From an optimization exercise on the open Yosys and OpenROAD flow, aimed at small area and a short achievable clock period; shortcuts taken in it are not production practice.
Power is estimated from default activity; no workload was simulated.

## job 101
==> flow/design.v <==
`timescale 1ns/10ps
package nic_reg_pkg;
    typedef logic [32-1:0]  reg_word_t;
    typedef logic [8-1:0] reg_idx_t;
    typedef enum logic [8-1:0] {
        REG_STATUS         = 8'd0,
        REG_ERRORS         = 8'd1,
        REG_GOOD_H         = 8'd2,
        REG_GOOD_L         = 8'd3,
        REG_BAD_H          = 8'd4,
        REG_BAD_L          = 8'd5,
        REG_PCI_BASE_H     = 8'd6,
        REG_PCI_BASE_L     = 8'd7,
        REG_PCI_SIZE_H     = 8'd8,
        REG_PCI_SIZE_L     = 8'd9,
        REG_RESET          = 8'd10,
        REG_CLEAR_COUNTERS = 8'd11,
        REG_PACKET_COUNT_H = 8'd32,
        REG_PACKET_COUNT_L = 8'd33,
        REG_LOOPBACK       = 8'd34,
        REG_PAUSE_PCI      = 8'd35
    } reg_index_e;
    typedef enum logic [1:0] {
        OKAY   = 2'd0,
        SLVERR = 2'd2,
        DECERR = 2'd3
    } reg_resp_e;
    typedef struct packed {
        logic      write;
        reg_idx_t  write_index;
        reg_word_t write_data;
        logic      read;
        reg_idx_t  read_index;
    } reg_req_t;
    typedef struct packed {
        logic      write_done;
        reg_resp_e write_resp;
        logic      read_valid;
        reg_word_t read_data;
        reg_resp_e read_resp;
    } reg_rsp_t;
    typedef struct packed {
        logic [64-1:0] pci_base;
        logic [64-1:0] pci_size;
        logic [64-1:0] packet_count;
        logic                   loopback;
    } ctrl_config_t;
endpackage
`timescale 1ns/10ps
package nic_status_pkg;
    typedef struct packed {
        logic good;
        logic bad;
        logic range_err;
    } packet_events_t;
    typedef struct packed {
        logic [32-1:0] tdata;
        logic                        tvalid;
        logic                        tready;
    } seq_beat_t;
    typedef struct packed {
        logic seq_error;
        logic overflow_1;
        logic overflow_0;
        logic pci_range_err;
    } error_flags_t;
    typedef struct packed {
        logic [64-1:0] good_packets;
        logic [64-1:0] bad_packets;
    } status_counters_t;
endpackage
`timescale 1ns/10ps
module nic_control (
    input  logic                          clk,
    input  logic                          resetn,
    input  logic                          req_write,
    input  logic [8-1:0]   req_write_index,
    input  logic [32-1:0]    req_write_data,
    input  logic                          req_read,
    input  logic [8-1:0]   req_read_index,
    output logic                          rsp_write_done,
    output logic [1:0]                    rsp_write_resp,
    output logic                          rsp_read_valid,
    output logic [32-1:0]    rsp_read_data,
    output logic [1:0]                    rsp_read_resp,
    input  logic                          ev_good,
    input  logic                          ev_bad,
    input  logic                          ev_range_err,
    input  logic [32-1:0]   seq_tdata,
    input  logic                          seq_tvalid,
    input  logic                          seq_tready,
    input  logic                          overflow_0,
    input  logic                          overflow_1,
    input  logic                          hbm_cattrip,
    input  logic                          pcs_aligned,
    input  logic                          generator_idle,
    output logic [64-1:0]        cfg_pci_base,
    output logic [64-1:0]        cfg_pci_size,
    output logic [64-1:0]        cfg_packet_count,
    output logic                          cfg_loopback,
    output logic                          gen_packets,
    output logic                          pause_pci,
    output logic                          resetn_out
);
    logic [31:0] wd;
    assign wd = req_write_data;
    logic w_good_h, w_good_l, w_bad_h, w_bad_l;
    logic w_base_h, w_base_l, w_size_h, w_size_l;
    logic w_reset, w_clear, w_cnt_h, w_cnt_l, w_loop, w_pause;
    logic w_ok;
    assign w_good_h = req_write && req_write_index == 8'd2;
    assign w_good_l = req_write && req_write_index == 8'd3;
    assign w_bad_h  = req_write && req_write_index == 8'd4;
    assign w_bad_l  = req_write && req_write_index == 8'd5;
    assign w_base_h = req_write && req_write_index == 8'd6;
    assign w_base_l = req_write && req_write_index == 8'd7;
    assign w_size_h = req_write && req_write_index == 8'd8;
    assign w_size_l = req_write && req_write_index == 8'd9;
    assign w_reset  = req_write && req_write_index == 8'd10;
    assign w_clear  = req_write && req_write_index == 8'd11;
    assign w_cnt_h  = req_write && req_write_index == 8'd32;
    assign w_cnt_l  = req_write && req_write_index == 8'd33;
    assign w_loop   = req_write && req_write_index == 8'd34;
    assign w_pause  = req_write && req_write_index == 8'd35;
    assign w_ok = (req_write_index >= 8'd2 && req_write_index <= 8'd11) ||
                  (req_write_index >= 8'd32 && req_write_index <= 8'd35);
    logic write_err, read_err, clear_pulse;
    always_ff @(posedge clk) begin
        rsp_write_done <= resetn && req_write;
        rsp_read_valid <= resetn && req_read;
        gen_packets    <= resetn && w_cnt_l;
        clear_pulse    <= resetn && w_clear;
        write_err      <= !w_ok;
    end
    assign rsp_write_resp = {write_err, write_err};
    assign rsp_read_resp  = {read_err, read_err};
    logic [31:0] wdr;        
    logic        wdr_one;    
    assign wdr     = resetn ? wd : 32'd0;
    assign wdr_one = !resetn || wd[0];
    always_ff @(posedge clk) begin
        if (w_base_h || !resetn) cfg_pci_base[63:32]     <= {wdr[31:1], wdr_one};
        if (w_base_l || !resetn) cfg_pci_base[31:0]      <= wdr;
        if (w_size_h || !resetn) cfg_pci_size[63:32]     <= {wdr[31:1], wdr_one};
        if (w_size_l || !resetn) cfg_pci_size[31:0]      <= wdr;
        if (w_cnt_h  || !resetn) cfg_packet_count[63:32] <= wdr;
        if (w_cnt_l  || !resetn) cfg_packet_count[31:0]  <= wdr;
        if (w_loop   || !resetn) cfg_loopback            <= wdr[0];
    end
    localparam logic [9:0] RST_IDLE  = 10'h001;
    localparam logic [9:0] RST_START = 10'h20c;
    logic [9:0] reset_lfsr;
    logic       reset_active;
    assign reset_active = (reset_lfsr != RST_IDLE);
    always_ff @(posedge clk) begin
        if (!resetn) begin
            reset_lfsr <= RST_IDLE;
        end else if (w_reset) begin
            reset_lfsr <= RST_START;
        end else if (reset_active) begin
            reset_lfsr <= {reset_lfsr[8:0], reset_lfsr[9] ^ reset_lfsr[6]};
        end
        resetn_out <= resetn && !reset_active;
    end
    logic [31:0] pause_count;
    logic [31:0] pause_borrow;
    assign pause_borrow[0] = 1'b1;
    for (genvar i = 1; i < 32; i++) begin : g_pb
        assign pause_borrow[i] = ~|pause_count[i-1:0];
    end
    always_ff @(posedge clk) begin
        if (w_pause || !resetn) begin
            pause_count <= wdr;
            pause_pci   <= |wdr;
        end else if (pause_pci) begin
            pause_count <= pause_count ^ pause_borrow;
            pause_pci   <= |pause_count[31:1];
        end
    end
    logic        clear;
    logic [63:0] good, bad;
    logic [63:0] good_carry, bad_carry;
    logic        pci_range_err, seq_error;
    logic [31:0] seq_expect;
    logic [31:0] tdata_carry;
    logic        beat, seq_bad;
    assign clear = !resetn_out || clear_pulse;
    assign good_carry[0]  = 1'b1;
    assign bad_carry[0]   = 1'b1;
    assign tdata_carry[0] = 1'b1;
    for (genvar i = 1; i < 64; i++) begin : g_cc
        assign good_carry[i] = &good[i-1:0];
        assign bad_carry[i]  = &bad[i-1:0];
    end
    for (genvar i = 1; i < 32; i++) begin : g_tc
        assign tdata_carry[i] = &seq_tdata[i-1:0];
    end
    logic [31:0] wdc;
    logic        ld_good_h, ld_good_l, ld_bad_h, ld_bad_l;
    logic        inc_good, inc_bad;
    assign wdc       = clear ? 32'd0 : wd;
    assign ld_good_h = clear || w_good_h;
    assign ld_good_l = clear || w_good_l;
    assign ld_bad_h  = clear || w_bad_h;
    assign ld_bad_l  = clear || w_bad_l;
    assign inc_good  = ev_good && !w_good_h && !w_good_l;
    assign inc_bad   = ev_bad && !w_bad_h && !w_bad_l;
    always_ff @(posedge clk) begin
        good[63:32] <= ld_good_h ? wdc : good[63:32] ^ ({32{inc_good}} & good_carry[63:32]);
        good[31:0]  <= ld_good_l ? wdc : good[31:0]  ^ ({32{inc_good}} & good_carry[31:0]);
        bad[63:32]  <= ld_bad_h  ? wdc : bad[63:32]  ^ ({32{inc_bad}}  & bad_carry[63:32]);
        bad[31:0]   <= ld_bad_l  ? wdc : bad[31:0]   ^ ({32{inc_bad}}  & bad_carry[31:0]);
    end
    always_ff @(posedge clk) begin
        if (clear) begin
            pci_range_err <= 1'b0;
        end else if (ev_range_err) begin
            pci_range_err <= 1'b1;
        end
    end
    assign beat    = seq_tvalid && seq_tready;
    assign seq_bad = (seq_tdata != '0) && (seq_tdata != seq_expect);
    always_ff @(posedge clk) begin
        if (clear) begin
            seq_error <= 1'b0;
        end else if (beat && seq_bad) begin
            seq_error <= 1'b1;
        end
    end
    always_ff @(posedge clk) begin
        if (!resetn_out) begin
            seq_expect <= 32'd1;
        end else if (beat) begin
            seq_expect <= seq_tdata ^ tdata_carry;
        end
    end
    logic [31:0] rd_word;
    logic        rd_err;
    always_comb begin
        rd_word = '0;
        rd_err  = 1'b0;
        case (req_read_index)
            8'd0:  rd_word = {30'd0, !hbm_cattrip, pcs_aligned};
            8'd1:  rd_word = {28'd0, seq_error, overflow_1, overflow_0, pci_range_err};
            8'd2:  rd_word = good[63:32];
            8'd3:  rd_word = good[31:0];
            8'd4:  rd_word = bad[63:32];
            8'd5:  rd_word = bad[31:0];
            8'd6:  rd_word = cfg_pci_base[63:32];
            8'd7:  rd_word = cfg_pci_base[31:0];
            8'd8:  rd_word = cfg_pci_size[63:32];
            8'd9:  rd_word = cfg_pci_size[31:0];
            8'd10: rd_word = {31'd0, reset_active};
            8'd32: rd_word = '0;
            8'd33: rd_word = {31'd0, !generator_idle};
            8'd34: rd_word = {31'd0, cfg_loopback};
            8'd35: rd_word = pause_count;
            default: rd_err = 1'b1;
        endcase
    end
    always_ff @(posedge clk) begin
        rsp_read_data <= rd_word;
        read_err      <= rd_err;
    end
endmodule
clock: 5.0 ns
lec_check: 0
cap_margin: 20
core_margin: 2
core_utilization: 40
setup_slack_margin: 3.0
slew_margin: 20
buffer_ports_args: -buffer_cell sky130_fd_sc_hd__buf_2
standard.sh (not shown) runs the stock make flow with config.mk's settings and CLKGATE_MAP_FILE= SYNTH_SCRIPT=/design/flow/synth_recipe.tcl, a recipe that flattens the netlist after the stock synthesis.
==> flow/flow/run.sh <==
#!/bin/bash
# Standard ORFS layout, with small port buffers instead of the default choice; the resizer
# upsizes them where timing needs it.
set -euo pipefail
cd "$(dirname "$0")/.."
cat flow/extra.mk >> config.mk
bash standard.sh > flow_standard.log 2>&1
==> flow/flow/extra.mk <==
export BUFFER_PORTS_ARGS = -buffer_cell sky130_fd_sc_hd__buf_2
Looking at the reports, job 101 completed the entire flow and the layout it produced met the timing, DRC and antenna checks.
--- input diff job 101..job 102 ---
Settings: BUFFER_PORTS_ARGS no longer set, was -buffer_cell sky130_fd_sc_hd__buf_2.
==> flow/run.sh (new file) <==
#!/bin/bash
# synth_recipe.tcl (not shown) runs the flow's synth.tcl, then flattens the netlist and writes it again
# the make line also repeats each setting of config.mk as NAME=value (left out here)
make -C /OpenROAD-flow-scripts/flow DESIGN_CONFIG=/design/flow/config.mk WORK_HOME=/design/flow/orfs CLKGATE_MAP_FILE= SYNTH_SCRIPT=/design/flow/synth_recipe.tcl finish
removed: flow/flow/run.sh
removed: flow/flow/extra.mk
removed: flow/standard.sh
- Clock share of power: higher on job 102
- Compared with job 101, the router placed fewer vias in job 102.
- Job 102: final core area utilization is 0.77 points higher than what job 101 reported.
- Routability-driven placement congestion ratio: job 102 vs job 101 up 0.98%
- On total wire length, job 101 and job 102 are neck and neck.
- Job 102 vs job 101, highest metal layer with signal wires: met5 vs met4
- Job 102 against job 101: layout overhead on the synthesized area increased 1.9 points; multi-input logic cell count increased 7; final area increased 1.2%.
- Diff job 101..job 102 | overall power | negligible
No run of this note included a check of the RTL's function; only the layout flow was run.

## separate check: timing with driven ports
No port has a modelled driver above. Below, the same layouts with a new extraction and two added sets of constraints. Step 1 assumes that a clkbuf_16 drives the clock port and a buf_2 every other input. Step 2 also shifts input and output timing later by t, the mid clock arrival at the registers, as if the neighbouring blocks saw the same clock. a / b / c = ideal ports / drivers / drivers and shift; a / b = the first two.
| run | shift t [ns] | slack for setup (ns) | clock arrival spread, ns | cell pins on the clock port's net |
|---|---|---|---|---|
| job 101 | 0.664 | 2.596 / 2.596 / 2.060 | 0.050 / 0.050 | 1 |
| job 102 | 0.669 | 2.677 / 2.627 / 2.061 | 0.049 / 0.049 | 1 |
After both steps every run listed still meets setup and hold. For job 102, which loses most, drivers alone change the setup slack by -0.050 ns; drivers and shift together by -0.616 ns.
